This is an optimization exercise on Yosys and OpenROAD, whose aim is small area, a short achievable clock period and few clock cycles per item, not a production implementation.
Where RTL was checked, it was by simulation tests only, not by an equivalence proof against the original.
For runs 2 to 6, only the layout was checked, not whether the RTL still works.
Power and IR drop assume default switching activity.

$ cat flow/run.sh
#!/bin/bash
# synth_recipe.tcl (not shown) runs the flow's synth.tcl, then flattens the netlist and writes it again
# the make line also repeats each setting of config.mk as NAME=value (left out here)
make -C /OpenROAD-flow-scripts/flow DESIGN_CONFIG=/design/flow/config.mk WORK_HOME=/design/flow/orfs CLKGATE_MAP_FILE= SYNTH_SCRIPT=/design/flow/synth_recipe.tcl finish
$ cat flow/config.mk
export PLATFORM = sky130hd
export DESIGN_NAME = memorySubsystem
export DESIGN_NICKNAME = memorySubsystem
export VERILOG_FILES = /design/flow/design.v
export SDC_FILE = /design/flow/constraint.sdc
export NUM_CORES = 4
export LEC_CHECK = 0
export CAP_MARGIN = 20
export CORE_MARGIN = 2
export CORE_UTILIZATION = 30
export PLACE_DENSITY = 0.45
export SLEW_MARGIN = 20
$ cat flow/constraint.sdc
create_clock -name core_clock -period 11.0 [get_ports {CLK}]
set_input_delay 2.2000 -clock core_clock [delete_from_list [all_inputs] [get_ports {CLK}]]
set_output_delay 2.2000 -clock core_clock [all_outputs]
set_load 0.01 [all_outputs]
$ cat flow/design.v
`default_nettype none
package cpuTypesPkg;
  localparam int CPUS = 2;
  typedef logic [31:0] wordT;
  typedef logic [31:0] addrT;
  typedef enum logic [1:0] {
    FREE,
    BUSY,
    ACCESS,
    ERROR
  } ramStateT;
endpackage
`default_nettype wire
`timescale 1ns/1ps
`default_nettype none
module ramModel #(
  parameter int RAM_WORDS = 64
) (
  input  logic                          CLK,
  input  logic                          wen,
  input  logic [$clog2(RAM_WORDS)-1:0]  waddr,
  input  cpuTypesPkg::wordT             wdata,
  input  logic [$clog2(RAM_WORDS)-1:0]  raddr,
  output cpuTypesPkg::wordT             rdata
);
  cpuTypesPkg::wordT mem [RAM_WORDS];
  always_ff @(posedge CLK) begin
    if (wen) begin
      mem[waddr] <= wdata;
    end
  end
  assign rdata = mem[raddr];
endmodule
`default_nettype wire
`timescale 1ns/1ps
`default_nettype none
module memorySubsystem #(
  parameter int LATENCY   = 1,
  parameter int RAM_WORDS = 64
) (
  input  logic                                      CLK,
  input  logic                                      reset,
  input  logic              [cpuTypesPkg::CPUS-1:0] iREN,
  input  cpuTypesPkg::addrT [cpuTypesPkg::CPUS-1:0] iaddr,
  output cpuTypesPkg::wordT [cpuTypesPkg::CPUS-1:0] iload,
  output logic              [cpuTypesPkg::CPUS-1:0] iwait,
  input  logic              [cpuTypesPkg::CPUS-1:0] dREN,
  input  logic              [cpuTypesPkg::CPUS-1:0] dWEN,
  input  cpuTypesPkg::addrT [cpuTypesPkg::CPUS-1:0] daddr,
  input  cpuTypesPkg::wordT [cpuTypesPkg::CPUS-1:0] dstore,
  output cpuTypesPkg::wordT [cpuTypesPkg::CPUS-1:0] dload,
  output logic              [cpuTypesPkg::CPUS-1:0] dwait,
  input  logic              [cpuTypesPkg::CPUS-1:0] ccwrite,
  output logic              [cpuTypesPkg::CPUS-1:0] ccwait,
  output logic              [cpuTypesPkg::CPUS-1:0] ccinv,
  output cpuTypesPkg::addrT [cpuTypesPkg::CPUS-1:0] ccsnoopaddr
);
  localparam int AW = $clog2(RAM_WORDS);
  logic [3:0]    req;
  logic [3:0]    act;
  logic [3:0]    rd;
  logic [3:0]    done;
  logic [3:0]    allow;
  logic [3:0]    pick;
  logic [1:0]    rr;
  logic [1:0]    hold;
  logic [1:0]    dblock;
  logic          conflict;
  logic          wen;
  logic [AW-1:0] waddr;
  logic [AW-1:0] raddr;
  cpuTypesPkg::wordT wdata;
  cpuTypesPkg::wordT rdata;
  assign req = {dREN | dWEN, iREN};
  assign dblock[0] = hold[0] | (hold[1] & dREN[0]);
  assign dblock[1] = hold[1] | (hold[0] & dREN[1]);
  assign act = req & allow & {~dblock, 2'b11};
  assign rd  = act & {dREN, 2'b11};
  assign conflict = (act[2] & act[3])
                  | (rd[0] & (rd[1] | rd[2] | rd[3]))
                  | (rd[1] & (rd[2] | rd[3]))
                  | (rd[2] & rd[3]);
  assign done = conflict ? 4'b0000 : act;
  always_comb begin
    raddr = '0;
    waddr = '0;
    for (int c = 0; c < 2; c++) begin
      raddr = raddr | (iaddr[c][AW+1:2] & {AW{rd[c]}});
      raddr = raddr | (daddr[c][AW+1:2] & {AW{rd[2+c]}});
      waddr = waddr | (daddr[c][AW+1:2] & {AW{act[2+c]}});
    end
  end
  ramModel #(
    .RAM_WORDS (RAM_WORDS)
  ) ram (
    .CLK   (CLK),
    .wen   (wen),
    .waddr (waddr),
    .wdata (wdata),
    .raddr (raddr),
    .rdata (rdata)
  );
  always_comb begin
    for (int c = 0; c < 2; c++) begin
      iwait[c] = ~done[c];
      dwait[c] = ~done[2+c];
      ccwait[1-c] = done[2+c] & dREN[c];
      ccinv[1-c]  = done[2+c] & dREN[c] & ccwrite[c];
      ccsnoopaddr[1-c] = {24'd0, daddr[c][7:0]};
      iload[c] = rdata;
      dload[c] = ccwrite[1-c] ? dstore[1-c] : rdata;
    end
  end
  assign wen = (done[2] & (dWEN[0] | ccwrite[1])) | (done[3] & (dWEN[1] | ccwrite[0]));
  assign wdata = (done[2] & dWEN[0]) | (done[3] & dREN[1]) ? dstore[0] : dstore[1];
  always_comb begin
    pick = 4'b0000;
    for (int k = 3; k >= 0; k--) begin
      if (act[(rr + 2'(k)) & 2'd3]) begin
        pick = 4'b0001 << ((rr + 2'(k)) & 2'd3);
      end
    end
  end
  always_ff @(posedge CLK) begin
    if (reset) begin
      allow <= 4'b1111;
      rr    <= 2'd0;
      hold  <= 2'b00;
    end else begin
      hold <= ccwait & ccwrite;
      if (conflict) begin
        allow <= pick;
        rr    <= rr + 2'd1;
      end else begin
        allow <= 4'b1111;
      end
    end
  end
endmodule
`default_nettype wire
==> flow_summary_export.csv, run 1 <==
group,metric,value,unit
sta,timing.setup.tns,0,ps
synthesis,ys_seq_elements,2056,
detailed_routing,drcViolationCount,0,
detailed_routing,wl_per_cell,31.5,um
synthesis,synth-edff-count,2048,
sta,rsz0062_at_grt,"false",
worst_hold_path,min_delay_path_depth,2,
synthesis,synth_area,86400,sq um
synthesis,syn-instance-count,6380,
sta,fmax,105,MHz
floorplanning,die_area,292000,sq um
global_route,antenna_found_initial,15,
layout,fill_cells,27600,
sta,fin_skew,24.4,ps
synthesis,async_flop_share,0,
placement,gp_congestion,0.762,
detailed_routing,vias,59600,
layout,fin_nets,6587,
floorplanning,start_util,0.301,
clock_network,path_clk_slew,60,ps
sta,tightest_slew,1140,ps
layout,seqCellArea,61700,sq um
detailed_routing,first_pass_iters,5,
synthesis,synth_flop_cell,"edfxtp_1",
layout,layout-drive-gt1-share,0.119,
critical_path,end_kind,"output port",
layout,syn_to_final_growth,16.2,%
critical_path,crit_type,"in -> out",
sta,hold_slack,596,ps
critical_path,worstPathArrival,7350,ps
sta,hold_viol_final,0,
clock_network,clock-sinks,2056,
pwr,p_total,25.7,mW
clock_network,ctsResizeCount,0,
detailed_routing,via_per_inst,5.76,
pwr,ir_drop,0.230,mV
layout,multi_input_area,22400,sq um
clock_network,root_buffer,"clkbuf_16",
critical_path,r2r_setup_slack,5790,ps
status,outcome,"timing/DRC/antenna clean",
floorplanning,core-area,287000,sq um
clock_network,cts_buffer_depth,3,
critical_path,reg2reg_depth,8,
global_route,track_usage,0.216,
clock_network,clkLatencyLatePin,860,ps
worst_hold_path,hp-class,"reg -> reg",
placement,dp_hpwl,163,mm
detailed_routing,drt-total-wl,326,mm
sta,relSlewSlack,0.238,
clock_network,cts_tree,"built",
critical_path,critPathLaunchType,"primary input",
global_route,first_global_vias,57600,
floorplanning,die_h,541,um
flow_run,drv_cap,0,
clock_network,postCtsSetupBuffers,0,
sta,report.final.slew_viol_count,0,
pwr,p_leak,29.9,nW
synthesis,syn_area_per_cell,13.5,sq um
detailed_routing,antenna_left,0,
detailed_routing,drtIter0Drc,7245,
sta,period_needed,9550,ps
pwr,power.density,256,nW/um^2
worst_hold_path,hp-start,"rr[1]",
critical_path,r2r-end,"ram.mem[7][9]",
clock_network,cts_buffers,223,
global_route,grt_pass1_wl,456,mm
critical_path,critical_path.max_fanout,58,
floorplanning,num_rows,197,
worst_hold_path,hold_end,"rr[1]",
synthesis,synth_warnings,2,
critical_path,crit_required,8800,ps
clock_network,cts_max_level,4,
placement,io_buffer_count,245,
global_route,grt_max_degree,182,
clock_network,cts_hold_buf,0,
sta,post-route-period-util,0.868,
floorplanning,die_x,541,um
synthesis,synth_cell_types,53,
synthesis,synth-seq-area-share,0.713,
sta,setup_viol,0,
critical_path,reg2reg_from,"hold[1]",
floorplanning,top_level_ports,402,
global_route,gr-total-overflow,0,
==> worst max path at each step <==
stage,to,from,slack (ps),cells past startpoint
after floorplan,iload[51],dREN[0],4250,12
after global placement,iload[49],dREN[1],1400,11
after detailed placement,iload[17],dREN[1],1400,11
after CTS,iload[17],dREN[1],1380,11
after global routing,dload[41],dREN[0],1230,12
final,iload[17],dREN[1],1450,11
==> kinds of logic after synthesis <==
| logic type | Yosys count | share of synthesized area |
|---|---|---|
| mux | 180 | 0.0232 |
| buf+inv | 742 | 0.0377 |
| simple gates | 1800 | 0.112 |
| xor+xnor | 1 | 0.000101 |
| fa+ha+maj | 4 | 0.000579 |
| compound gates | 1596 | 0.113 |
| other cells | 1 | 0.0000434 |
| flops | 2056 | 0.713 |
==> layout by cell type (no fill, tap or decap), types with 3 or more instances in the layout <==
cell type        instances
clkbuf_16              226
clkdlybuf4s50_1        243
nand2_1                 31
mux2_4                   3
clkinv_2                44
o2111ai_1              107
o211ai_1                64
o32ai_1                  4
a21oi_1                195
nor3_1                 195
ha_1                     4
edfxtp_1              2048
and3_1                   6
inv_1                    8
clkinvlp_4               3
a221oi_1                41
buf_4                  177
mux2i_1                 37
nand3_1                978
and2_1                   6
buf_12                  40
a31oi_1                123
bufinv_16               22
a22o_1                  10
inv_6                    8
clkbuf_1                43
nor2b_1                 68
dfxtp_1                  8
nor2b_4                  3
and4_1                  64
nor2_1                  10
a41oi_1                136
clkinv_1                63
conb_1                  48
o21ai_0                863
a22oi_1                  6
nor2_4                  67
mux2_2                 137
nand4_1                360
a221oi_2                24
==> state kept, by name, summed over array words and instances, names as in the netlist <==
signal	count
ram.mem	2048
allow	4
hold	2
rr	2
==> critical path, cell delays in order <==
cell and delay, ps:
clkdlybuf4s50_1 540, nor4bb_2 470, buf_4 270, nand2_4 420, nand2_8 850, buf_4 430
mux2_2 220, o2111ai_1 140, and4_1 310, mux2i_1 710, clkdlybuf4s50_1 690
==> synth_stat cells (3+ instances only) <==
| master | number | share of area |
|---|---|---|
| a21oi_1 | 195 | 0.011 |
| a221o_1 | 3 | 0.00035 |
| a221oi_1 | 42 | 0.0043 |
| a221oi_2 | 24 | 0.0042 |
| a22o_1 | 11 | 0.0011 |
| a22oi_1 | 6 | 0.00052 |
| a31oi_1 | 123 | 0.0089 |
| a41oi_1 | 136 | 0.014 |
| and2_1 | 8 | 0.00058 |
| and3_1 | 6 | 0.00043 |
| and4_1 | 64 | 0.0065 |
| buf_1 | 45 | 0.0020 |
| buf_2 | 81 | 0.0047 |
| buf_4 | 100 | 0.0087 |
| clkbuf_1 | 508 | 0.022 |
| dfxtp_1 | 8 | 0.0019 |
| edfxtp_1 | 2048 | 0.71 |
| ha_1 | 4 | 0.00058 |
| inv_1 | 8 | 0.00035 |
| mux2_2 | 139 | 0.018 |
| mux2i_1 | 38 | 0.0044 |
| nand2_1 | 34 | 0.0015 |
| nand3_1 | 978 | 0.057 |
| nand4_1 | 360 | 0.026 |
| nor2_1 | 77 | 0.0033 |
| nor2b_1 | 71 | 0.0051 |
| nor3_1 | 195 | 0.011 |
| o2111ai_1 | 107 | 0.011 |
| o211ai_1 | 64 | 0.0056 |
| o21ai_0 | 863 | 0.050 |
| o32ai_1 | 4 | 0.00041 |
==> final cells by class <==
cell class,count,share of cell area
multi-input combinational,3629,0.223
tap,3781,0.0471
clock buffer,269,0.0579
timing repair buffer,463,0.0458
inverter,8,0.000299
clock inverter,141,0.0122
sequential,2056,0.614
antenna,2,0.0000498
==> report_power, final <==
group / switching (mW) / internal, mW / total [mW] / leakage (nW)
sequential: 0.0362 / 9.51 / 9.55 / 18.5
clock: 3.14 / 4.24 / 7.39 / 3.46
combinational: 6.35 / 2.42 / 8.78 / 7.96
total: 9.53 / 16.2 / 25.7 / 29.9
==> per-stage QoR <==
| step | instance area (sq um) | setup slack (ps) | util | std cells |
|---|---|---|---|---|
| 2_1_floorplan | 86600 | 4250 | - | 6427 |
| 3_3_place_gp | 93300 | 1400 | 0.325 | 9934 |
| 3_5_place_dp | 93400 | 1400 | 0.325 | 9937 |
| 4_1_cts | 100000 | 1380 | 0.349 | 10300 |
| 5_1_grt | 100000 | 1230 | 0.349 | 10300 |
| 6_report | 100000 | 1450 | 0.349 | 10300 |
==> layer usage <==
metal | up-vias | global-route usage | wire length [um]
met5 | - | 0 | 13
li1 | 25400 | - | -
met1 | 31200 | 0.294 | 139000
met2 | 2467 | 0.356 | 157000
met3 | 471 | 0.0273 | 20100
met4 | 2 | 0.0695 | 9910
Testbench counts, summed over its fixed seeds: cycles 4,416, items 4,316.
==> run 2, diff against run 1 <==
--- a/flow/design.v
+++ b/flow/design.v
@@ -13,6 +13,24 @@
 `default_nettype wire
 `timescale 1ns/1ps
 `default_nettype none
+module ramReadSlice3 (
+  input  cpuTypesPkg::wordT a,
+  input  cpuTypesPkg::wordT b,
+  input  cpuTypesPkg::wordT c,
+  input  logic              sa,
+  input  logic              sb,
+  input  logic              sc,
+  output cpuTypesPkg::wordT yn
+);
+  assign yn = ~((a & {32{sa}}) | (b & {32{sb}}) | (c & {32{sc}}));
+endmodule
+module ramReadSlice1 (
+  input  cpuTypesPkg::wordT a,
+  input  logic              sa,
+  output cpuTypesPkg::wordT yn
+);
+  assign yn = ~(a & {32{sa}});
+endmodule
 module ramModel #(
   parameter int RAM_WORDS = 64
 ) (
@@ -23,13 +41,43 @@
   input  logic [$clog2(RAM_WORDS)-1:0]  raddr,
   output cpuTypesPkg::wordT             rdata
 );
+  localparam int AW = $clog2(RAM_WORDS);
+  localparam int NS = RAM_WORDS / 3;
   cpuTypesPkg::wordT mem [RAM_WORDS];
+  logic [RAM_WORDS-1:0] rsel;
+  cpuTypesPkg::wordT    part [NS+1];
   always_ff @(posedge CLK) begin
     if (wen) begin
       mem[waddr] <= wdata;
     end
   end
-  assign rdata = mem[raddr];
+  always_comb begin
+    for (int w = 0; w < RAM_WORDS; w++) begin
+      rsel[w] = (raddr == AW'(w));
+    end
+  end
+  for (genvar s = 0; s < NS; s++) begin : g_slice
+    ramReadSlice3 slice (
+      .a  (mem[3*s]),
+      .b  (mem[3*s+1]),
+      .c  (mem[3*s+2]),
+      .sa (rsel[3*s]),
+      .sb (rsel[3*s+1]),
+      .sc (rsel[3*s+2]),
+      .yn (part[s])
+    );
+  end
+  ramReadSlice1 lastSlice (
+    .a  (mem[RAM_WORDS-1]),
+    .sa (rsel[RAM_WORDS-1]),
+    .yn (part[NS])
+  );
+  always_comb begin
+    rdata = '0;
+    for (int s = 0; s <= NS; s++) begin
+      rdata = rdata | ~part[s];
+    end
+  end
 endmodule
 `default_nettype wire
 `timescale 1ns/1ps
--- a/flow/config.mk
+++ b/flow/config.mk
@@ -10,3 +10,4 @@
 export CORE_UTILIZATION = 30
 export PLACE_DENSITY = 0.45
 export SLEW_MARGIN = 20
+export SYNTH_HIERARCHICAL = 1
==> run 2 against run 1 <==
Against the previous run:
- synthesized area down 13%
- global-route usage down 3.1 points
- still clean
- largest power group unchanged
- largest cell class unchanged
- worst hold slack improved by 13 ps
- synthesized cell count down 42%
- clock power shrank 7.2%
- non-clock buffer count is 29 higher
- critical path type unchanged
==> flow_summary_export.csv, run 2 <==
group,metric,value,unit
clock_network,path_clk_slew,60,ps
layout,final_area,89100,sq um
detailed_routing,wl_per_cell,31.9,um
layout,layout_commonest_cell,"edfxtp_1",
synthesis,async_flop_share,0,
worst_hold_path,hp-class,"reg -> reg",
floorplanning,top_level_ports,402,
floorplanning,die_area,255000,sq um
pwr,p_leak,27.1,nW
synthesis,synth_cell_types,49,
sta,setup_viol,0,
placement,dp_worst_setup_slack,439,ps
pwr,power.density,229,nW/um^2
placement,dp_hpwl,143,mm
synthesis,yosysTopAreaCellShare,0.816,
global_route,grt_max_degree,65,
clock_network,ctsResizeCount,0,
sta,post-route-period-util,0.967,
synthesis,yosys-top-cells-area,"edfxtp_1 82%, a222oi_1 9.0%, buf_6 2.0%",
synthesis,syn_area_per_cell,20.4,sq um
synthesis,synth_common_cells,"2048 x edfxtp_1, 678 x a222oi_1, 163 x nand4_1",
detailed_routing,first_pass_iters,10,
pwr,combPwrFrac,0.209,
critical_path,worstPathArrival,8440,ps
synthesis,synth_area,75400,sq um
sta,fmax,94.0,MHz
floorplanning,start_util,0.301,
synthesis,yosysTopAreaCell,"edfxtp_1",
placement,gp_congestion,0.827,
synthesis,syn-instance-count,3693,
sta,rsz0062_at_grt,"false",
clock_network,postCtsSetupBuffers,0,
detailed_routing,antenna_left,0,
sta,fin_skew,33.4,ps
clock_network,cts_max_level,4,
floorplanning,die_h,505,um
pwr,power.switching,5.78,mW
sta,fin_ws,361,ps
clock_network,root_buffer,"clkbuf_16",
clock_network,cts_tree,"built",
sta,timing.setup.tns,0,ps
pwr,ir_drop,0.205,mV
layout,multi_input_area,12200,sq um
critical_path,critPathLaunchType,"primary input",
status,outcome,"timing/DRC/antenna clean",
floorplanning,core-area,251000,sq um
pwr,p_total,20.4,mW
layout,syn_to_final_growth,18.1,%
detailed_routing,drt-total-wl,244,mm
sta,report.final.slew_viol_count,0,
floorplanning,die_x,505,um
detailed_routing,via_per_inst,5.42,
detailed_routing,drtIter0Drc,6577,
detailed_routing,vias,41400,
layout,largest_reg_flops,2048,
global_route,grt_pass1_wl,332,mm
layout,layout-drive-gt1-share,0.180,
sta,period_needed,10640,ps
pwr,clockPowerShare,0.336,
clock_network,cts_buffers,203,
critical_path,critical_path_buf_inv_count,4,
synthesis,synth_warnings,9,
clock_network,cts_buffer_depth,3,
critical_path,cp_slowest_stage_delay,830,ps
synthesis,synth.most_common_cell,"edfxtp_1",
layout,reg_top3,"ram.mem: 2048 flops, allow: 4 flops",
placement,io_buffer_count,245,
layout,largest-register,"ram.mem",
layout,fin_nets,4322,
critical_path,cpLargestDelayFamily,"simple AND/OR/NAND/NOR gates",
clock_network,cts_hold_buf,0,
critical_path,cpMaxStageDelayCell,"and2_1",
sta,hold_viol_final,0,
synthesis,synth_flop_cell,"edfxtp_1",
placement,dp.cells,7257,
pwr,intPower,14.6,mW
critical_path,path_cells,"clkdlybuf4s50_1, and2_1, a222oi_1, nand2_1, and2b_1, nand3_1, nor2_4, buf_12, a222oi_1, nand4_1, nor4_1, buf_4, nand4_1, mux2_2, clkdlybuf4s50_1",
flow_run,drv_cap,0,
layout,mostFrequentLayoutCells,"2048 x edfxtp_1, 678 x a222oi_1, 243 x clkdlybuf4s50_1",
placement,placed_area,82500,sq um
clock_network,clock-sinks,2056,
global_route,gr-total-overflow,0,
synthesis,synth-seq-area-share,0.818,
layout,fill_cells,23200,
layout,fin_cells,7642,
global_route,track_usage,0.185,
critical_path,critical_path.max_fanout,22,
synthesis,ys_seq_elements,2056,
floorplanning,num_rows,184,
critical_path,end_kind,"output port",
pwr,switching_share,0.283,
global_route,antenna_found_initial,4,
critical_path,crit_required,8800,ps
pwr,seq_power_share,0.455,
sta,relSlewSlack,0.257,
detailed_routing,drcViolationCount,0,
clock_network,clkLatencyLatePin,850,ps
critical_path,crit_type,"in -> out",
layout,seqCellArea,61700,sq um
global_route,first_global_vias,40800,
synthesis,synth-edff-count,2048,
sta,tightest_slew,1110,ps
-- run 2: changes by cell type after synthesis, moves of 194 or more --
cell	change
a222oi_1	+677
nand4_1	-197
a21oi_1	-194
clkbuf_1	-498
o21ai_0	-863
nand3_1	-965
-- run 2: logic make-up after synthesis --
group	share of synthesized area
flops	0.818
mux	0.0160
simple gates	0.0357
compound gates	0.0938
other cells	0.0000497
fa+ha+maj	0.000664
buf+inv	0.0360
xor+xnor	0.000116
-- run 2: metal layers --
layer	global-route usage	wire length, um	vias to the layer above
met1	0.241	98800	22100
met4	0.0579	7220	0
met2	0.317	122000	1751
met3	0.0258	15900	271
li1	-	-	17300
met5	0	0	-
-- run 2: path summary, 6_finish.rpt --
kind         depth (start not counted)  slack (ps)             end    start
min                                  2         610           rr[1]    rr[1]
max reg2reg                          9        6580  ram.mem[15][4]  hold[1]
max                                 15         360       dload[13]  iREN[1]
min reg2reg                          2         610           rr[1]    rr[1]
-- run 2: metrics by stage --
stage           util  hold slack [ps]
4_1_cts        0.355              612
3_5_place_dp   0.329              599
3_3_place_gp   0.329              622
6_report       0.355              609
5_1_grt        0.355              663
2_1_floorplan      -              547
-- run 2: modules after synthesis (local to each module, per instance), excerpt --
module	area (sq um)	flip-flops and latches	times used
ramReadSlice1	154	0	1
memorySubsystem	2890	8	1
ramReadSlice3	403	0	21
-- run 2: final cells by class --
class,count,share of cell area
clock buffer,252,0.0598
sequential,2056,0.692
clock inverter,122,0.0135
timing repair buffer,492,0.0499
antenna,9,0.000253
multi-input combinational,1356,0.137
inverter,7,0.000295
tap,3348,0.0470
-- run 2: worst reg2reg max path, delay by kind of cell, from the launching register on --
kind	cells	cell delay [ps]
AOI/OAI and AO/OA	3	1090
and+or+nand+nor	4	1650
DFF	1	400
buffers and inverters	2	830
-- run 2: power by group through the flow --
stage	logic (mW)	registers, mW	clock network, mW
finish	4.25	9.28	6.86
global route	4.44	9.28	7.27
CTS	4.31	9.28	6.97
detailed placement	4.28	9.44	0
global placement	4.25	9.44	0
floorplan	1.76	9.42	0
==> run 3, diff against run 2 <==
--- a/flow/config.mk
+++ b/flow/config.mk
@@ -7,7 +7,9 @@
 export LEC_CHECK = 0
 export CAP_MARGIN = 20
 export CORE_MARGIN = 2
-export CORE_UTILIZATION = 30
-export PLACE_DENSITY = 0.45
+export CORE_UTILIZATION = 50
+export CTS_BUF_LIST = sky130_fd_sc_hd__clkbuf_4 sky130_fd_sc_hd__clkbuf_8
+export PLACE_DENSITY = 0.6
+export SETUP_SLACK_MARGIN = 3
 export SLEW_MARGIN = 20
 export SYNTH_HIERARCHICAL = 1
==> run 3 against run 2 <==
Against the previous run:
- synthesized area stayed put
- core utilization rose by 26 points
- first-iteration DRC count up 52%
- synthesized cell count is the same
- critical path depth up 3
- die area shrank 40%
- global-route usage up 13 points
- non-clock buffer count grew 273
- power up 3.4%
- combinational power rose by 32%
- wire length rose by 0.50%
- largest cell class unchanged
- highest routed layer is now met5
==> flow_summary_export.csv, run 3 <==
group,metric,value,unit
status,outcome,"timing/DRC/antenna clean",
detailed_routing,drtIter0Drc,10000,
sta,fin_skew,76.3,ps
floorplanning,start_util,0.503,
floorplanning,top_level_ports,402,
critical_path,end_kind,"output port",
worst_hold_path,min_delay_path_depth,2,
critical_path,critical_path_buf_inv_count,7,
synthesis,synth_warnings,9,
synthesis,synth_common_cells,"2048 x edfxtp_1, 678 x a222oi_1, 163 x nand4_1",
detailed_routing,drcViolationCount,0,
synthesis,synth_area,75400,sq um
critical_path,critical_path.max_fanout,7,
sta,setup_viol,0,
pwr,power.switching,6.18,mW
sta,relSlewSlack,0.179,
synthesis,async_flop_share,0,
floorplanning,num_rows,142,
detailed_routing,drt-total-wl,245,mm
floorplanning,die_h,392,um
synthesis,synth-compound-area-share,0.0938,
pwr,switching_share,0.293,
critical_path,r2r-end,"ram.mem[3][16]",
synthesis,synth_cell_types,49,
flow_run,drv_cap,0,
layout,syn_to_final_growth,21.3,%
pwr,clockPowerShare,0.293,
pwr,p_leak,29.6,nW
worst_hold_path,hp-start,"rr[1]",
critical_path,crit_required,8800,ps
clock_network,cts_buffer_depth,4,
sta,period_needed,8840,ps
clock_network,clkLatencyLatePin,1050,ps
global_route,grt_max_degree,65,
global_route,track_usage,0.312,
pwr,combPwrFrac,0.266,
sta,rsz0062_at_grt,"true",
clock_network,path_clk_slew,60,ps
global_route,grt_pass1_wl,330,mm
critical_path,reg2reg_depth,12,
synthesis,synth.most_common_cell,"edfxtp_1",
detailed_routing,wl_per_cell,36.1,um
placement,dp_hpwl,127,mm
placement,dp.cells,5874,
synthesis,synth_flop_cell,"edfxtp_1",
placement,gp_congestion,0.882,
global_route,first_global_vias,42800,
clock_network,clock-sinks,2056,
floorplanning,core-area,150000,sq um
synthesis,synth_top_family_by_area,"compound AO/OA/AOI/OAI gates",
clock_network,cts_buffers,337,
detailed_routing,via_per_inst,6.69,
layout,mostFrequentLayoutCells,"2048 x edfxtp_1, 678 x a222oi_1, 339 x clkbuf_8",
sta,timing.setup.tns,0,ps
critical_path,crit_type,"in -> out",
critical_path,worstPathArrival,6640,ps
critical_path,r2r_setup_slack,6560,ps
synthesis,yosys-top-cells-area,"edfxtp_1 82%, a222oi_1 9.0%, buf_6 2.0%",
pwr,seq_power_share,0.440,
pwr,intPower,14.9,mW
synthesis,synth_xor_area_frac,0.000116,
synthesis,muxShareOfSynthArea,0.0160,
critical_path,cpLargestDelayFamily,"simple AND/OR/NAND/NOR gates",
clock_network,cts_max_level,5,
sta,fmax,113,MHz
global_route,gr-total-overflow,0,
sta,post-route-period-util,0.803,
synthesis,synth-edff-count,2048,
synthesis,synthSimpleGateAreaFrac,0.0357,
synthesis,yosysTopAreaCellShare,0.816,
sta,report.final.slew_viol_count,0,
floorplanning,die_x,392,um
critical_path,critPathLaunchType,"primary input",
synthesis,synth-seq-area-share,0.818,
synthesis,syn-instance-count,3693,
layout,reg_top3,"ram.mem: 2048 flops, allow: 4 flops",
critical_path,path_cells,"buf_8, nor4bb_4, buf_12, a222oi_1, nand2_4, and2b_2, nand2_2, buf_8, nor2_4, clkbuf_16, a222oi_1, nand4_1, nor4_2, buf_4, nand4_1, buf_4, mux2_4, buf_2",
worst_hold_path,hold_end,"rr[1]",
critical_path,cpMaxStageDelayCell,"nand4_1",
sta,hold_viol_final,0,
pwr,ir_drop,0.252,mV
worst_hold_path,hp-class,"reg -> reg",
layout,largest-register,"ram.mem",
synthesis,syn_area_per_cell,20.4,sq um
layout,fin_cells,6782,
synthesis,ys_seq_elements,2056,
synthesis,synth_adder_area_share,0.000664,
placement,io_buffer_count,245,
layout,layout_commonest_cell,"edfxtp_1",
sta,hold_slack,639,ps
detailed_routing,first_pass_iters,10,
layout,largest_reg_flops,2048,
layout,final_core_utilization,0.611,
clock_network,root_buffer,"clkbuf_8",
global_route,antenna_found_initial,10,
synthesis,yosysTopAreaCell,"edfxtp_1",
pwr,power.density,231,nW/um^2
floorplanning,die_area,154000,sq um
layout,fin_nets,4757,
pwr,p_total,21.1,mW
detailed_routing,antenna_left,0,
critical_path,reg2reg_from,"hold[0]",
detailed_routing,vias,45300,
critical_path,cp_slowest_stage_delay,700,ps
clock_network,cts_tree,"built",
layout,layout-drive-gt1-share,0.307,
sta,tightest_slew,1230,ps
==> run 3: cell counts after synthesis <==
No cell type changed its count.
==> run 3: metrics by stage <==
stage,setup slack [ps],area [sq um]
CTS,2330,90000
detailed placement,491,80300
floorplan,3850,75600
global placement,533,80100
global route,2000,91500
finish,2160,91500
==> run 3: metal layers <==
layer / share of wire / GRT usage / vias to the layer above / routed length (um)
met4: 0.040 / 0.138 / 2 / 9730
li1: - / - / 18200 / -
met2: 0.46 / 0.469 / 3466 / 112000
met3: 0.14 / 0.0890 / 486 / 33300
met5: 0.000045 / 0 / - / 11
met1: 0.37 / 0.426 / 23200 / 89800
==> run 3: worst max path at each step <==
| stage | startpoint | endpoint | slack [ps] | cells after the start |
|---|---|---|---|---|
| finish | dREN[1] | dload[59] | 2160 | 18 |
| global route | dREN[1] | dload[59] | 2000 | 18 |
| CTS | dREN[1] | dload[53] | 2330 | 18 |
| detailed placement | dREN[1] | dload[53] | 490 | 15 |
| global placement | dREN[1] | dload[6] | 530 | 15 |
| floorplan | iREN[1] | dload[10] | 3850 | 13 |
==> run 3: area by class of cell <==
cell class	count	area [sq um]
Clock inverter	88	479
Fill cell	10600	58300
Inverter	7	26.3
Clock buffer	463	5600
Tap cell	2016	2520
Sequential cell	2056	61700
Timing Repair Buffer	765	8220
Multi-Input combinational cell	1384	13000
Antenna cell	3	7.51
==> run 3: per-module statistics from Yosys (local to each module, per instance), excerpt <==
| module | cells | times used | flip-flops and latches |
|---|---|---|---|
| ramReadSlice1 | 35 | 1 | 0 |
| memorySubsystem | 324 | 1 | 8 |
| ramReadSlice3 | 41 | 21 | 0 |
==> run 3: power by group through the flow <==
stage	combinational [mW]	sequential, mW	clock, mW
2_1_floorplan	1.76	9.42	0
3_3_place_gp	4.04	9.43	0
3_5_place_dp	4.09	9.44	0
4_1_cts	5.03	9.28	6.24
5_1_grt	5.76	9.29	6.58
6_report	5.62	9.28	6.19
==> run 3: worst reg2reg max path, delay by kind of cell, from the launching register on <==
kind / cells / cell delay [ps]
buffers and inverters: 5 / 950
DFF: 1 / 420
AOI/OAI and AO/OA: 3 / 940
and+or+nand+nor: 4 / 1790
==> run 3: kinds of logic after synthesis <==
| group | Yosys count |
|---|---|
| buffers and inverters | 328 |
| XOR/XNOR | 1 |
| AO/OA/AOI/OAI | 711 |
| adder cells (fa/ha/maj) | 4 |
| other | 1 |
| multiplexers | 97 |
| flip-flops | 2056 |
| AND/OR/NAND/NOR | 495 |
==> run 3: timing repair <==
action | 4_1_cts | 5_1_grt
hold buffers | 0 | 0
hold endpoints to repair | 0 | 0
pin swaps | 234 | 110
resized for setup | 820 | 214
cloned | 35 | 3
endpoints found under the setup margin | 128 | 128
setup buffers | 226 | 90
==> run 4, diff against run 3 <==
--- a/flow/design.v
+++ b/flow/design.v
@@ -31,6 +31,15 @@
 );
   assign yn = ~(a & {32{sa}});
 endmodule
+module ramBitNext (
+  input  logic q,
+  input  logic keep,
+  input  logic d,
+  input  logic take,
+  output logic next
+);
+  assign next = (q & keep) | (d & take);
+endmodule
 module ramModel #(
   parameter int RAM_WORDS = 64
 ) (
@@ -46,9 +55,29 @@
   cpuTypesPkg::wordT mem [RAM_WORDS];
   logic [RAM_WORDS-1:0] rsel;
   cpuTypesPkg::wordT    part [NS+1];
+  logic [RAM_WORDS-1:0] take;
+  logic [RAM_WORDS-1:0] keep;
+  cpuTypesPkg::wordT    next [RAM_WORDS];
+  always_comb begin
+    for (int w = 0; w < RAM_WORDS; w++) begin
+      take[w] = wen & (waddr == AW'(w));
+      keep[w] = ~take[w];
+    end
+  end
+  for (genvar w = 0; w < RAM_WORDS; w++) begin : g_word
+    for (genvar b = 0; b < 32; b++) begin : g_bit
+      ramBitNext bitNext (
+        .q    (mem[w][b]),
+        .keep (keep[w]),
+        .d    (wdata[b]),
+        .take (take[w]),
+        .next (next[w][b])
+      );
+    end
+  end
   always_ff @(posedge CLK) begin
-    if (wen) begin
-      mem[waddr] <= wdata;
+    for (int w = 0; w < RAM_WORDS; w++) begin
+      mem[w] <= next[w];
     end
   end
   always_comb begin
==> flow/flow/run.sh (new file) <==
#!/bin/bash
# Own flow: the standard layout, with smaller port buffers, sizing not
# limited to same-footprint cells, and no clock-tree dummy loads.
set -euo pipefail
export BUFFER_PORTS_ARGS="-buffer_cell sky130_fd_sc_hd__buf_2"
export MATCH_CELL_FOOTPRINT=0
export CTS_ARGS="-sink_clustering_enable -repair_clock_nets -dont_use_dummy_load -sink_clustering_size 16 -sink_clustering_max_diameter 60 -buf_list sky130_fd_sc_hd__clkbuf_8"
bash standard.sh > standard.log 2>&1
==> flow/standard.sh (new file) <==
#!/bin/bash
# synth_recipe.tcl (not shown) runs the flow's synth.tcl, then flattens the netlist and writes it again
# the make line also repeats each setting of config.mk as NAME=value (left out here)
make -C /OpenROAD-flow-scripts/flow DESIGN_CONFIG=/design/flow/config.mk WORK_HOME=/design/flow/orfs CLKGATE_MAP_FILE= SYNTH_SCRIPT=/design/flow/synth_recipe.tcl "${@:-finish}"
--- a/flow/config.mk
+++ b/flow/config.mk
@@ -8,7 +8,6 @@
 export CAP_MARGIN = 20
 export CORE_MARGIN = 2
 export CORE_UTILIZATION = 50
-export CTS_BUF_LIST = sky130_fd_sc_hd__clkbuf_4 sky130_fd_sc_hd__clkbuf_8
 export PLACE_DENSITY = 0.6
 export SETUP_SLACK_MARGIN = 3
 export SLEW_MARGIN = 20
removed: flow/run.sh
==> run 4 against run 3 <==
Against the previous run:
- register-to-register slack got worse by 1100 ps
- non-clock buffer count fell by 146
- largest cell class unchanged
- via count rose by 35%
- cell area fell by 11%
- still clean on timing, DRC and antenna
==> flow_summary_export.csv, run 4 <==
group,metric,value,unit
status,outcome,"timing/DRC/antenna clean",
clock_network,clkLatencyLatePin,900,ps
clock_network,path_clk_slew,80,ps
synthesis,syn_area_per_cell,12.5,sq um
pwr,p_total,22.3,mW
flow_run,drv_cap,0,
detailed_routing,drtIter0Drc,11700,
detailed_routing,antenna_left,0,
layout,mostFrequentLayoutCells,"2056 x dfxtp_1, 2054 x a22o_1, 678 x a222oi_1",
floorplanning,top_level_ports,402,
synthesis,synth.most_common_cell,"dfxtp_1",
pwr,ir_drop,0.287,mV
synthesis,synth_area,73100,sq um
synthesis,syn-instance-count,5836,
floorplanning,start_util,0.503,
critical_path,critPathLaunchType,"primary input",
placement,io_buffer_count,245,
layout,layout-drive-gt1-share,0.171,
worst_hold_path,hp-class,"reg -> reg",
synthesis,synth_common_cells,"2056 x dfxtp_1, 2054 x a22o_1, 678 x a222oi_1",
clock_network,cts_hold_buf,0,
placement,gp_congestion,1.02,
sta,post-route-period-util,0.822,
synthesis,yosysTopAreaCell,"dfxtp_1",
synthesis,synth-seq-area-share,0.563,
sta,fin_skew,54.5,ps
synthesis,ys_seq_elements,2056,
floorplanning,die_area,149000,sq um
floorplanning,die_h,386,um
floorplanning,die_x,386,um
global_route,gr-total-overflow,0,
clock_network,root_buffer,"clkbuf_8",
synthesis,yosysTopAreaCellShare,0.563,
sta,period_needed,9050,ps
clock_network,cts_max_level,4,
layout,fin_nets,6537,
critical_path,worstPathArrival,6850,ps
global_route,antenna_found_initial,4,
sta,relSlewSlack,0.172,
global_route,first_global_vias,56200,
critical_path,end_kind,"output port",
layout,syn_to_final_growth,11.9,%
global_route,track_usage,0.370,
layout,layout_commonest_cell,"dfxtp_1",
clock_network,cts_tree,"built",
sta,timing.setup.tns,0,ps
global_route,grt_max_degree,65,
sta,setup_viol,0,
detailed_routing,via_per_inst,7.43,
layout,reg_top3,"ram.mem: 2048 flops, allow: 4 flops",
sta,hold_viol_final,0,
global_route,grt_pass1_wl,409,mm
detailed_routing,drcViolationCount,0,
clock_network,cts_buffers,154,
synthesis,async_flop_share,0,
detailed_routing,wl_per_cell,35.3,um
critical_path,crit_type,"in -> out",
sta,fmax,111,MHz
synthesis,synth_flop_cell,"dfxtp_1",
floorplanning,num_rows,140,
sta,tightest_slew,1240,ps
layout,fill_cells,12200,
layout,largest_reg_flops,2048,
sta,report.final.slew_viol_count,0,
synthesis,yosys-top-cells-area,"dfxtp_1 56%, a22o_1 25%, a222oi_1 9.3%",
placement,dp_hpwl,166,mm
floorplanning,core-area,145000,sq um
critical_path,crit_required,8800,ps
detailed_routing,drt-total-wl,291,mm
clock_network,clock-sinks,2056,
synthesis,synth_cell_types,50,
layout,largest-register,"ram.mem",
synthesis,synth-edff-count,0,
detailed_routing,vias,61300,
critical_path,critical_path.max_fanout,8,
sta,rsz0062_at_grt,"true",
synthesis,synth_warnings,12,
pwr,p_leak,31.2,nW
layout,final_core_utilization,0.563,
clock_network,cts_buffer_depth,3,
detailed_routing,first_pass_iters,10,
pwr,power.density,272,nW/um^2
-- run 4: changes by cell type in the layout (fill, tap and decap cells not counted), sizes merged, moves of 13 or more --
cell           change
a22o            +2048
dfxtp           +2048
edfxtp          -2048
clkbuf           -313
clkdlybuf4s50    -103
clkinv            -73
nand2             +66
buf               -27
nor2              -13
-- run 4: final timing paths --
path / startpoint / endpoint / slack (ps) / depth (start not counted)
setup / recovery: dREN[1] / dload[56] / 1950 / 16
hold / removal: ram.mem[14][1] / ram.mem[14][1] / 490 / 1
setup reg to reg: hold[1] / ram.mem[63][13] / 5410 / 11
hold reg to reg: ram.mem[14][1] / ram.mem[14][1] / 490 / 1
-- run 4: cell families after synthesis --
family                   count (synthesis)  share of synthesized area
multiplexers                            97                     0.0149
other                                    1                  0.0000513
XOR/XNOR                                 1                   0.000120
AO/OA/AOI/OAI                         2759                      0.342
buffers and inverters                  342                     0.0381
adder cells (fa/ha/maj)                  4                   0.000685
flip-flops                            2056                      0.563
AND/OR/NAND/NOR                        576                     0.0412
-- run 4: per-layer routing --
layer | part of all wire | track usage | up-vias | wire, um
met5 | 0.000082 | 0 | - | 24
met4 | 0.041 | 0.146 | 4 | 11900
met3 | 0.12 | 0.101 | 488 | 34500
met2 | 0.42 | 0.532 | 3954 | 124000
met1 | 0.42 | 0.524 | 31100 | 121000
li1 | - | - | 25700 | -
-- run 4: repair_timing --
action                                 in CTS  in global routing
endpoints found under the hold margin       0                  0
cloned                                     12                  3
resized for setup                         264                 87
buffers inserted                           94                 45
pin swaps                                 183                 78
setup endpoints to repair                 128                128
-- run 4: layout make-up --
class | instances | area, sq um | share of cell area
sequential | 2056 | 41200 | 0.503
multi-input combinational | 3487 | 30600 | 0.374
timing repair buffer | 619 | 5450 | 0.0666
tap | 1917 | 2400 | 0.0293
clock buffer | 154 | 2120 | 0.0259
inverter | 13 | 48.8 | 0.000596
antenna | 2 | 5.00 | 0.0000612
-- run 4: where the power goes --
part | leakage [nW] | switching (mW) | internal [mW] | total (mW)
clock network | 1.11 | 2.38 | 1.26 | 3.64
registers | 16.8 | 1.59 | 10.4 | 12.0
logic | 13.3 | 3.12 | 3.51 | 6.63
-- run 4: worst max-delay path, stage by stage --
cell,delay [ps]
buf_6,90
and4bb_4,270
a222oi_1,410
nand2_2,250
nor2b_4,220
nand2_2,90
buf_6,140
buf_4,140
nor2_4,70
buf_12,160
a222oi_1,790
nand4_1,720
nor4_4,560
nand4_1,240
mux2_2,330
buf_2,140
-- run 4: modules after synthesis, one instance, submodules excluded, a selection --
module	cells inside	copies in the design	flops+latches
ramBitNext	1	2048	0
memorySubsystem	326	1	8
ramReadSlice3	41	21	0
ramReadSlice1	35	1	0
-- run 4: through the flow --
step	hold WS, ps	setup WS, ps	instance area, sq um	instances
5_1_grt	499	1990	81800	8247
4_1_cts	488	2290	80900	8193
6_report	486	1950	81800	8248
3_3_place_gp	465	779	76300	7931
2_1_floorplan	455	3790	73300	5883
3_5_place_dp	470	751	76400	7933
==> run 5, diff against run 4 <==
--- a/flow/design.v
+++ b/flow/design.v
@@ -47,13 +47,12 @@
   input  logic                          wen,
   input  logic [$clog2(RAM_WORDS)-1:0]  waddr,
   input  cpuTypesPkg::wordT             wdata,
-  input  logic [$clog2(RAM_WORDS)-1:0]  raddr,
+  input  logic [RAM_WORDS-1:0]          rsel,
   output cpuTypesPkg::wordT             rdata
 );
   localparam int AW = $clog2(RAM_WORDS);
   localparam int NS = RAM_WORDS / 3;
   cpuTypesPkg::wordT mem [RAM_WORDS];
-  logic [RAM_WORDS-1:0] rsel;
   cpuTypesPkg::wordT    part [NS+1];
   logic [RAM_WORDS-1:0] take;
   logic [RAM_WORDS-1:0] keep;
@@ -78,11 +77,6 @@
   always_ff @(posedge CLK) begin
     for (int w = 0; w < RAM_WORDS; w++) begin
       mem[w] <= next[w];
-    end
-  end
-  always_comb begin
-    for (int w = 0; w < RAM_WORDS; w++) begin
-      rsel[w] = (raddr == AW'(w));
     end
   end
   for (genvar s = 0; s < NS; s++) begin : g_slice
@@ -145,7 +139,10 @@
   logic          conflict;
   logic          wen;
   logic [AW-1:0] waddr;
-  logic [AW-1:0] raddr;
+  logic [RAM_WORDS-1:0] rsel;
+  logic [3:0][7:0] rlo;
+  logic [3:0][7:0] rhi;
+  logic [3:0][AW-1:0] paddr;
   cpuTypesPkg::wordT wdata;
   cpuTypesPkg::wordT rdata;
   assign req = {dREN | dWEN, iREN};
@@ -159,12 +156,24 @@
                   | (rd[2] & rd[3]);
   assign done = conflict ? 4'b0000 : act;
   always_comb begin
-    raddr = '0;
     waddr = '0;
     for (int c = 0; c < 2; c++) begin
-      raddr = raddr | (iaddr[c][AW+1:2] & {AW{rd[c]}});
-      raddr = raddr | (daddr[c][AW+1:2] & {AW{rd[2+c]}});
       waddr = waddr | (daddr[c][AW+1:2] & {AW{act[2+c]}});
+    end
+  end
+  assign paddr = {daddr[1][AW+1:2], daddr[0][AW+1:2], iaddr[1][AW+1:2], iaddr[0][AW+1:2]};
+  always_comb begin
+    for (int p = 0; p < 4; p++) begin
+      for (int i = 0; i < 8; i++) begin
+        rlo[p][i] = rd[p] & (paddr[p][2:0] == 3'(i));
+        rhi[p][i] = (paddr[p][5:3] == 3'(i));
+      end
+    end
+    for (int w = 0; w < RAM_WORDS; w++) begin
+      rsel[w] = 1'b0;
+      for (int p = 0; p < 4; p++) begin
+        rsel[w] = rsel[w] | (rlo[p][w % 8] & rhi[p][w / 8]);
+      end
     end
   end
   ramModel #(
@@ -174,7 +183,7 @@
     .wen   (wen),
     .waddr (waddr),
     .wdata (wdata),
-    .raddr (raddr),
+    .rsel  (rsel),
     .rdata (rdata)
   );
   always_comb begin
==> run 5 against run 4 <==
Against the previous run:
- still clean
- sequential power is essentially flat
- via count is 4.4% higher
- critical path depth grew 1
- combinational power barely moved
- synthesized area is 1.4% higher
- setup slack better by 370 ps
- first-iteration DRC count up 3.9%
- power rose by 1.0%
- largest power group unchanged
==> flow_summary_export.csv, run 5 <==
group,metric,value,unit
layout,fill_cells,12400,
sta,fmax,115,MHz
worst_hold_path,hold_end,"ram.mem[26][8]",
global_route,gr-total-overflow,0,
critical_path,critical_path.max_fanout,5,
clock_network,cts_buffers,156,
placement,dp_hpwl,176,mm
critical_path,r2r-end,"ram.mem[63][6]",
detailed_routing,vias,64000,
critical_path,crit_required,8800,ps
critical_path,cp_slowest_stage_delay,710,ps
worst_hold_path,hp-start,"ram.mem[26][8]",
sta,setup_viol,0,
synthesis,syn-instance-count,5949,
sta,fin_ws,2330,ps
synthesis,synth_common_cells,"2056 x dfxtp_1, 2054 x a22o_1, 672 x a222oi_1",
detailed_routing,antenna_left,0,
critical_path,worstPathArrival,6470,ps
floorplanning,start_util,0.503,
detailed_routing,wl_per_cell,37.0,um
clock_network,path_clk_slew,60,ps
floorplanning,top_level_ports,402,
layout,fin_nets,6711,
detailed_routing,drt-total-wl,313,mm
critical_path,critical_path.most_common_cell,"buf_6",
flow_run,drv_cap,0,
global_route,antenna_found_initial,24,
synthesis,syn_area_per_cell,12.5,sq um
clock_network,root_buffer,"clkbuf_8",
global_route,grt_max_degree,65,
global_route,grt_pass1_wl,434,mm
critical_path,r2r_setup_slack,5790,ps
sta,report.final.slew_viol_count,0,
floorplanning,die_area,151000,sq um
clock_network,cts_tree,"built",
status,outcome,"timing/DRC/antenna clean",
critical_path,path_cells,"buf_8, and2_4, nand2_4, nor2_2, buf_6, a22oi_2, o221ai_4, buf_6, buf_4, a222oi_1, nand4_1, nor4_2, buf_4, nand4_1, buf_6, mux2_2, buf_6",
floorplanning,die_x,389,um
layout,largest_reg_flops,2048,
detailed_routing,drcViolationCount,0,
placement,dp_worst_setup_slack,1330,ps
sta,tightest_slew,1160,ps
global_route,first_global_vias,58300,
sta,relSlewSlack,0.228,
pwr,ir_drop,0.267,mV
layout,syn_to_final_growth,13.6,%
sta,post-route-period-util,0.788,
pwr,p_leak,31.8,nW
synthesis,ys_seq_elements,2056,
layout,mostFrequentLayoutCells,"2056 x dfxtp_1, 2054 x a22o_1, 672 x a222oi_1",
worst_hold_path,min_delay_path_depth,1,
synthesis,yosysTopAreaCellShare,0.555,
synthesis,synth_warnings,12,
critical_path,reg2reg_depth,12,
critical_path,reg2reg_from,"hold[0]",
critical_path,critical_path_buf_inv_count,7,
synthesis,yosysTopAreaCell,"dfxtp_1",
worst_hold_path,hp-class,"reg -> reg",
critical_path,end_kind,"output port",
floorplanning,core-area,147000,sq um
detailed_routing,first_pass_iters,10,
placement,gp_congestion,0.990,
sta,timing.setup.tns,0,ps
critical_path,cpLargestDelayFamily,"simple AND/OR/NAND/NOR gates",
synthesis,synth_flop_cell,"dfxtp_1",
synthesis,synth.most_common_cell,"dfxtp_1",
layout,reg_top3,"ram.mem: 2048 flops, allow: 4 flops",
sta,period_needed,8670,ps
synthesis,synth-edff-count,0,
global_route,track_usage,0.389,
critical_path,critPathLaunchType,"primary input",
detailed_routing,drtIter0Drc,12100,
layout,final_core_utilization,0.571,
synthesis,synth_cell_types,57,
critical_path,crit_type,"in -> out",
synthesis,async_flop_share,0,
pwr,power.density,267,nW/um^2
layout,layout-drive-gt1-share,0.188,
synthesis,synth-seq-area-share,0.555,
sta,fin_skew,67.9,ps
clock_network,clkLatencyLatePin,930,ps
synthesis,yosys-top-cells-area,"dfxtp_1 56%, a22o_1 24%, a222oi_1 9.1%",
layout,layout_commonest_cell,"dfxtp_1",
critical_path,cpMaxStageDelayCell,"a222oi_1",
floorplanning,num_rows,141,
sta,hold_viol_final,0,
clock_network,cts_buffer_depth,3,
placement,io_buffer_count,245,
sta,rsz0062_at_grt,"true",
synthesis,synth_area,74100,sq um
detailed_routing,via_per_inst,7.57,
floorplanning,die_h,389,um
clock_network,clock-sinks,2056,
layout,largest-register,"ram.mem",
clock_network,cts_max_level,4,
clock_network,cts_hold_buf,0,
## run 5: changes by cell type after synthesis, sizes merged, moves of 7 or more
| cell | change |
|---|---|
| nor3 | +7 |
| nor2 | -52 |
| o21ai | +8 |
| a22oi | +65 |
| o221ai | +64 |
| clkbuf | +15 |
| a311oi | -7 |
| nand2b | +7 |
## run 5: Yosys stat by module (local to each module, per instance), a selection
module / cells inside / flops+latches
ramReadSlice1: 35 / 0
ramReadSlice3: 41 / 0
memorySubsystem: 536 / 8
ramBitNext: 1 / 0
## run 5: cells by family after synthesis
family / share of synthesized area
mux: 0.0146
buf+inv: 0.0375
compound gates: 0.351
flops: 0.555
xor+xnor: 0.000118
simple gates: 0.0410
other cells: 0.0000506
fa+ha+maj: 0.000675
## run 5: cell type report
cell class                      instances  area, sq um  area share
Sequential cell                      2056        41200       0.489
Multi-Input combinational cell       3591        32300       0.383
Timing Repair Buffer                  691         6160      0.0731
Tap cell                             1930         2410      0.0287
Clock buffer                          156         2150      0.0255
Antenna cell                           15         37.5    0.000446
Inverter                                9         33.8    0.000401
## run 5: stage by stage
stage                     hold WS [ps]  power [mW]  instances  cell area (sq um)
after global routing               492        23.4       8438              84200
after detailed placement           470        18.0       8064              77900
final                              482        22.5       8448              84200
after floorplan                    455        16.0       5996              74300
after CTS                          482        22.0       8365              82700
after global placement             465        17.8       8063              77900
## run 5: metal layers
| metal | GRT usage | wire [um] | up-vias |
|---|---|---|---|
| met5 | 0.000957 | 268 | - |
| met4 | 0.198 | 17600 | 20 |
| met3 | 0.114 | 38800 | 689 |
| met2 | 0.558 | 131000 | 4452 |
| met1 | 0.529 | 125000 | 32300 |
| li1 | - | - | 26500 |
## run 5: worst max-delay path by stage
stage | cells past startpoint | from | slack, ps | end
global placement | 12 | dREN[1] | 1340 | dload[44]
CTS | 14 | iREN[1] | 2550 | dload[44]
floorplan | 12 | dWEN[0] | 4010 | dload[10]
detailed placement | 12 | dREN[1] | 1330 | dload[44]
finish | 17 | iREN[1] | 2330 | dload[55]
global route | 14 | iREN[0] | 2390 | dload[12]
## run 5: power by group
part           leakage (nW)  total [mW]  internal, mW  switching [mW]
clock network          1.12        3.67          1.27            2.40
logic                  13.9        6.62          3.58            3.04
registers              16.8        12.2          10.5            1.67
## run 5: timing repair
action,4_1_cts,5_1_grt
setup endpoints to repair,128,124
setup buffers,139,60
gates resized for setup,266,164
cloned,6,6
pin swaps,119,97
==> run 6, diff against run 5 <==
--- a/flow/config.mk
+++ b/flow/config.mk
@@ -7,8 +7,8 @@
 export LEC_CHECK = 0
 export CAP_MARGIN = 20
 export CORE_MARGIN = 2
-export CORE_UTILIZATION = 50
-export PLACE_DENSITY = 0.6
+export CORE_UTILIZATION = 70
+export PLACE_DENSITY = 0.8
 export SETUP_SLACK_MARGIN = 3
 export SLEW_MARGIN = 20
 export SYNTH_HIERARCHICAL = 1
==> run 6 against run 5 <==
Against the previous run:
- still clean on timing, DRC and antenna
- setup slack gained 100 ps
- worst hold slack gained 4.4 ps
- die area down 28%
- clock skew is 21 ps lower
- largest cell class unchanged
==> flow_summary_export.csv, run 6 <==
group,metric,value,unit
status,outcome,"timing/DRC/antenna clean",
pwr,ir_drop,0.312,mV
placement,dp_hpwl,168,mm
floorplanning,die_h,329,um
pwr,p_leak,31.1,nW
clock_network,clkLatencyLatePin,920,ps
clock_network,clock-sinks,2056,
sta,rsz0062_at_grt,"true",
critical_path,crit_type,"in -> out",
floorplanning,num_rows,119,
clock_network,cts_max_level,4,
global_route,first_global_vias,60300,
layout,fill_cells,6557,
flow_run,drv_cap,0,
layout,layout-drive-gt1-share,0.171,
layout,multi_input_area,31900,sq um
floorplanning,top_level_ports,402,
detailed_routing,via_per_inst,8.50,
global_route,grt_pass1_wl,408,mm
layout,fin_nets,6621,
floorplanning,start_util,0.705,
pwr,clockPowerShare,0.158,
clock_network,cts_buffer_depth,3,
detailed_routing,wl_per_cell,37.6,um
synthesis,yosysTopAreaCell,"dfxtp_1",
detailed_routing,antenna_left,0,
synthesis,synth_flop_cell,"dfxtp_1",
synthesis,synth.most_common_cell,"dfxtp_1",
synthesis,syn-instance-count,5949,
sta,post-route-period-util,0.779,
global_route,gr-total-overflow,0,
critical_path,crit_required,8800,ps
pwr,intPower,15.3,mW
pwr,p_total,22.5,mW
synthesis,synth-seq-area-share,0.555,
global_route,grt_max_degree,65,
pwr,seq_power_share,0.549,
pwr,power.density,274,nW/um^2
worst_hold_path,hp-class,"reg -> reg",
synthesis,synth_warnings,12,
sta,setup_viol,0,
sta,fmax,117,MHz
sta,report.final.slew_viol_count,0,
clock_network,cts_buffers,149,
synthesis,syn_area_per_cell,12.5,sq um
detailed_routing,first_pass_iters,14,
sta,fin_skew,47.4,ps
critical_path,end_kind,"output port",
detailed_routing,drcViolationCount,0,
layout,seqCellArea,41200,sq um
clock_network,cts_tree,"built",
floorplanning,die_area,109000,sq um
synthesis,synth_cell_types,57,
global_route,track_usage,0.503,
critical_path,worstPathArrival,6370,ps
detailed_routing,vias,66400,
floorplanning,core-area,105000,sq um
synthesis,synth-edff-count,0,
synthesis,ys_seq_elements,2056,
synthesis,async_flop_share,0,
clock_network,root_buffer,"clkbuf_8",
layout,layout_commonest_cell,"dfxtp_1",
synthesis,yosys-top-cells-area,"dfxtp_1 56%, a22o_1 24%, a222oi_1 9.1%",
layout,largest-register,"ram.mem",
pwr,switching_share,0.321,
placement,gp_congestion,1.09,
critical_path,critical_path.max_fanout,7,
sta,hold_viol_final,0,
worst_hold_path,min_delay_path_depth,1,
sta,timing.setup.tns,0,ps
global_route,antenna_found_initial,25,
placement,io_buffer_count,245,
detailed_routing,drtIter0Drc,16000,
layout,largest_reg_flops,2048,
layout,syn_to_final_growth,10.5,%
detailed_routing,drt-total-wl,294,mm
synthesis,yosysTopAreaCellShare,0.555,
clock_network,path_clk_slew,50,ps
pwr,combPwrFrac,0.294,
sta,tightest_slew,1340,ps
pwr,power.switching,7.21,mW
layout,mostFrequentLayoutCells,"2056 x dfxtp_1, 2054 x a22o_1, 672 x a222oi_1",
critical_path,reg2reg_depth,13,
sta,period_needed,8570,ps
critical_path,critPathLaunchType,"primary input",
sta,relSlewSlack,0.101,
synthesis,synth_area,74100,sq um
layout,reg_top3,"ram.mem: 2048 flops, allow: 4 flops",
synthesis,synth_common_cells,"2056 x dfxtp_1, 2054 x a22o_1, 672 x a222oi_1",
clock_network,cts_hold_buf,0,
floorplanning,die_x,329,um
run 6: cell count changes in the layout (fill, tap and decap cells not counted), sizes merged:
cell / delta
clkbuf: -6
buf: -87
diode: -1
bufbuf: +3
run 6: critical path, stage by stage:
cell and delay (ps):
buf_2 380, nor2_1 250, nand2_8 180, o221ai_4 150, buf_12 190, buf_16 150, buf_6 110, a222oi_1 770
nand4_1 580, nor4_2 390, buf_4 240, nand4_1 160, buf_6 190, mux2_2 280, buf_6 120
run 6: kinds of logic (layout without fill, tap and decap cells):
family,count (synthesis),count (layout),share of synthesized area
adders and majority gates,4,4,0.000675
other,1,62,0.0000506
and+or+nand+nor,557,557,0.0410
AOI/OAI and AO/OA,2885,2885,0.351
DFF,2056,2056,0.555
muxes,96,96,0.0146
xor gates and xnor gates,1,1,0.000118
buffers and inverters,349,766,0.0375
run 6: modules after synthesis, one instance, submodules excluded, excerpt:
module / cells / flip-flops and latches / cell area (sq um)
memorySubsystem: 536 / 8 / 4220
ramReadSlice3: 41 / 0 / 403
ramReadSlice1: 35 / 0 / 154
ramBitNext: 1 / 0 / 8.76
run 6: repair_timing:
action                                  CTS  global route
setup buffers                            81            33
pin swaps                               127            68
gates resized for setup                 193           132
endpoints found under the setup margin  128           124
cloned                                    5             5
run 6: routing by layer:
metal,global-route usage,routed length (um),vias up
li1,-,-,26300
met1,0.651,103000,32400
met2,0.698,119000,6495
met3,0.206,50300,1241
met4,0.309,21400,22
met5,0.0109,426,-
run 6: final timing paths:
kind / to / start / slack [ps]
max: dload[56] / daddr[35] / 2430
min: ram.mem[32][9] / ram.mem[32][9] / 490
max reg2reg: ram.mem[15][25] / hold[0] / 5620
min reg2reg: ram.mem[32][9] / ram.mem[32][9] / 490
run 6: per-stage QoR:
stage / setup WS [ps] / utilization / area, sq um / instances / hold slack, ps
after detailed placement: 1450 / 0.733 / 77000 / 7531 / 470
after CTS: 2810 / 0.769 / 80800 / 7766 / 485
after global placement: 1470 / 0.732 / 77000 / 7529 / 465
after floorplan: 4010 / - / 74300 / 5996 / 455
after global routing: 2570 / 0.779 / 81900 / 7813 / 501
final: 2430 / 0.780 / 81900 / 7818 / 487
run 6: layout make-up:
type	instances	share of cell area
sequential	2056	0.502
multi-input combinational	3591	0.389
timing repair buffer	608	0.0617
clock buffer	149	0.0250
tap	1391	0.0212
antenna	14	0.000428
inverter	9	0.000412
run 6: power by group through the flow:
stage / Combinational, mW / Sequential, mW / Clock (mW)
2_1_floorplan: 4.20 / 11.8 / 0
3_3_place_gp: 5.47 / 12.1 / 0
3_5_place_dp: 5.69 / 12.3 / 0
4_1_cts: 6.00 / 12.2 / 3.50
5_1_grt: 6.77 / 12.6 / 3.76
6_report: 6.60 / 12.3 / 3.54
==> run 7, diff against run 6 <==
--- a/flow/design.v
+++ b/flow/design.v
@@ -31,6 +31,38 @@
 );
   assign yn = ~(a & {32{sa}});
 endmodule
+module ramNand3 (
+  input  cpuTypesPkg::wordT a,
+  input  cpuTypesPkg::wordT b,
+  input  cpuTypesPkg::wordT c,
+  output cpuTypesPkg::wordT y
+);
+  assign y = ~(a & b & c);
+endmodule
+module ramNand4 (
+  input  cpuTypesPkg::wordT a,
+  input  cpuTypesPkg::wordT b,
+  input  cpuTypesPkg::wordT c,
+  input  cpuTypesPkg::wordT d,
+  output cpuTypesPkg::wordT y
+);
+  assign y = ~(a & b & c & d);
+endmodule
+module ramNor2 (
+  input  cpuTypesPkg::wordT a,
+  input  cpuTypesPkg::wordT b,
+  output cpuTypesPkg::wordT y
+);
+  assign y = ~(a | b);
+endmodule
+module ramNor3 (
+  input  cpuTypesPkg::wordT a,
+  input  cpuTypesPkg::wordT b,
+  input  cpuTypesPkg::wordT c,
+  output cpuTypesPkg::wordT y
+);
+  assign y = ~(a | b | c);
+endmodule
 module ramBitNext (
   input  logic q,
   input  logic keep,
@@ -95,12 +127,45 @@
     .sa (rsel[RAM_WORDS-1]),
     .yn (part[NS])
   );
-  always_comb begin
-    rdata = '0;
-    for (int s = 0; s <= NS; s++) begin
-      rdata = rdata | ~part[s];
-    end
-  end
+  cpuTypesPkg::wordT any [7];
+  cpuTypesPkg::wordT none [3];
+  for (genvar g = 0; g < 6; g++) begin : g_any
+    ramNand3 anyGate (
+      .a (part[3*g]),
+      .b (part[3*g+1]),
+      .c (part[3*g+2]),
+      .y (any[g])
+    );
+  end
+  ramNand4 anyLast (
+    .a (part[18]),
+    .b (part[19]),
+    .c (part[20]),
+    .d (part[21]),
+    .y (any[6])
+  );
+  ramNor2 none0 (
+    .a (any[0]),
+    .b (any[1]),
+    .y (none[0])
+  );
+  ramNor2 none1 (
+    .a (any[2]),
+    .b (any[3]),
+    .y (none[1])
+  );
+  ramNor3 none2 (
+    .a (any[4]),
+    .b (any[5]),
+    .c (any[6]),
+    .y (none[2])
+  );
+  ramNand3 merge (
+    .a (none[0]),
+    .b (none[1]),
+    .c (none[2]),
+    .y (rdata)
+  );
 endmodule
 `default_nettype wire
 `timescale 1ns/1ps
--- a/flow/config.mk
+++ b/flow/config.mk
@@ -7,8 +7,8 @@
 export LEC_CHECK = 0
 export CAP_MARGIN = 20
 export CORE_MARGIN = 2
-export CORE_UTILIZATION = 70
-export PLACE_DENSITY = 0.8
-export SETUP_SLACK_MARGIN = 3
+export CORE_UTILIZATION = 60
+export PLACE_DENSITY = 0.7
+export SETUP_SLACK_MARGIN = 4.5
 export SLEW_MARGIN = 20
 export SYNTH_HIERARCHICAL = 1
==> run 7 against run 6 <==
Against the previous run:
- non-clock buffer count up 87
- via count down 2.0%
- clock skew grew 30 ps
- core utilization shrank 8.7 points
- still clean on timing, DRC and antenna
==> flow_summary_export.csv, run 7 <==
group,metric,value,unit
status,outcome,"timing/DRC/antenna clean",
layout,largest_reg_flops,2048,
sta,tightest_slew,1190,ps
detailed_routing,wl_per_cell,35.9,um
floorplanning,die_x,357,um
detailed_routing,drt-total-wl,296,mm
sta,relSlewSlack,0.210,
floorplanning,num_rows,129,
synthesis,synth_warnings,14,
clock_network,cts_tree,"built",
critical_path,reg2reg_depth,10,
critical_path,crit_type,"in -> out",
clock_network,clkLatencyLatePin,910,ps
worst_hold_path,min_delay_path_depth,1,
critical_path,r2r_setup_slack,6270,ps
critical_path,critPathLaunchType,"primary input",
sta,period_needed,7930,ps
layout,syn_to_final_growth,14.6,%
synthesis,synth_top_family_by_area,"compound AO/OA/AOI/OAI gates",
critical_path,worstPathArrival,5730,ps
global_route,antenna_found_initial,12,
clock_network,root_buffer,"clkbuf_8",
critical_path,reg2reg_from,"hold[0]",
layout,multi_input_area,33800,sq um
synthesis,yosys-top-cells-area,"dfxtp_1 55%, a22o_1 24%, a222oi_1 9.0%",
sta,timing.setup.tns,0,ps
sta,hold_slack,481,ps
layout,fill_cells,8978,
sta,fin_skew,77.2,ps
sta,rsz0062_at_grt,"true",
clock_network,clock-sinks,2056,
worst_hold_path,hp-class,"reg -> reg",
synthesis,synth-compound-area-share,0.348,
detailed_routing,drtIter0Drc,13300,
placement,io_buffer_count,245,
pwr,p_total,22.5,mW
global_route,gr-total-overflow,0,
global_route,track_usage,0.439,
detailed_routing,via_per_inst,7.88,
synthesis,synth.most_common_cell,"dfxtp_1",
synthesis,synthSimpleGateAreaFrac,0.0484,
synthesis,syn_area_per_cell,12.3,sq um
pwr,power.density,262,nW/um^2
clock_network,cts_buffer_depth,3,
detailed_routing,drcViolationCount,0,
pwr,ir_drop,0.284,mV
synthesis,synth-edff-count,0,
synthesis,yosysTopAreaCellShare,0.551,
floorplanning,die_h,357,um
critical_path,r2r-end,"ram.mem[47][1]",
layout,fin_nets,6825,
synthesis,synth_adder_area_share,0.000670,
global_route,first_global_vias,60400,
synthesis,synth_flop_cell,"dfxtp_1",
detailed_routing,antenna_left,0,
floorplanning,core-area,124000,sq um
worst_hold_path,hp-start,"ram.mem[62][28]",
clock_network,path_clk_slew,40,ps
synthesis,synth_area,74700,sq um
flow_run,drv_cap,0,
layout,reg_top3,"ram.mem: 2048 flops, allow: 4 flops",
synthesis,synth-seq-area-share,0.551,
synthesis,synth_cell_types,59,
critical_path,critical_path.max_fanout,14,
global_route,grt_pass1_wl,417,mm
pwr,p_leak,33.4,nW
synthesis,yosysTopAreaCell,"dfxtp_1",
synthesis,ys_seq_elements,2056,
layout,fin_cells,8264,
placement,gp_congestion,1.03,
synthesis,synth_common_cells,"2056 x dfxtp_1, 2054 x a22o_1, 672 x a222oi_1",
[run 7: worst max-delay path: stages]
cell and delay [ps]:
buf_2 430, or3_4 430, o221ai_4 270, buf_6 240, a222oi_1 490, nand3_1 420, nor2_1 520, nand3_2 240
mux2_2 320, buf_2 140
[run 7: cell families (layout without fill, tap and decap cells)]
family | after synthesis | in the layout
buf+inv | 354 | 848
mux | 96 | 96
compound gates | 2885 | 2886
xor+xnor | 1 | 1
flops | 2056 | 2056
fa+ha+maj | 4 | 4
other cells | 1 | 58
simple gates | 678 | 678
[run 7: worst max-delay path by stage]
| stage | start | to | slack [ps] | cells after the start |
|---|---|---|---|---|
| 3_5_place_dp | dREN[1] | dload[60] | 2290 | 12 |
| 3_3_place_gp | dREN[1] | dload[60] | 2330 | 12 |
| 6_report | daddr[38] | dload[49] | 3070 | 10 |
| 5_1_grt | iREN[1] | dload[1] | 3240 | 14 |
| 4_1_cts | iREN[1] | dload[49] | 3310 | 15 |
| 2_1_floorplan | daddr[39] | dload[1] | 4500 | 9 |
[run 7: layout make-up]
type	instances	area share
inverters	3	0.000132
repair buffers	695	0.0757
multi-input cells	3713	0.395
clock buffers	150	0.0241
well taps	1637	0.0239
flip-flops and latches	2056	0.481
diodes	10	0.000292
[run 7: metal layers]
metal | GRT usage | vias up | wire length, um
met5 | 0.00444 | - | 42
li1 | - | 26800 | -
met2 | 0.607 | 4971 | 122000
met3 | 0.171 | 873 | 44000
met4 | 0.272 | 8 | 20200
met1 | 0.573 | 32500 | 110000
[run 7: report_power, final]
part	leakage, nW	switching [mW]	internal, mW	total [mW]
Combinational	15.5	3.04	3.61	6.65
Clock	1.08	2.35	1.23	3.57
Sequential	16.8	1.69	10.5	12.2
Total	33.4	7.07	15.4	22.5
[run 7: metrics by stage]
step / instance area, sq um / utilization
finish: 85600 / 0.693
global route: 85600 / 0.692
CTS: 84000 / 0.679
detailed placement: 78300 / 0.634
global placement: 78300 / 0.634
floorplan: 75600 / -
[run 7: what timing repair did]
action,4_1_cts,5_1_grt
resized for setup,395,202
pin swaps,168,125
hold buffers,0,0
setup endpoints to repair,128,128
gates cloned,13,7
buffers inserted,150,63
[run 7: modules after synthesis, one instance, submodules excluded, excerpt]
module | cells inside | flops+latches
memorySubsystem | 536 | 8
ramBitNext | 1 | 0
ramNand3 | 32 | 0
ramNand4 | 32 | 0
ramNor2 | 32 | 0
ramNor3 | 32 | 0
ramReadSlice1 | 35 | 0
ramReadSlice3 | 41 | 0
Testbench counts of run 7, summed over its fixed seeds: cycles 4,416, items 4,316.

Setup slack of run 7, layout unchanged: 3.072 ns with ideal ports, 3.026 ns with driving cells assumed (clock clkbuf_16, inputs buf_2), 3.026 ns with port delays also shifted by the 0.967 ns mid clock arrival.
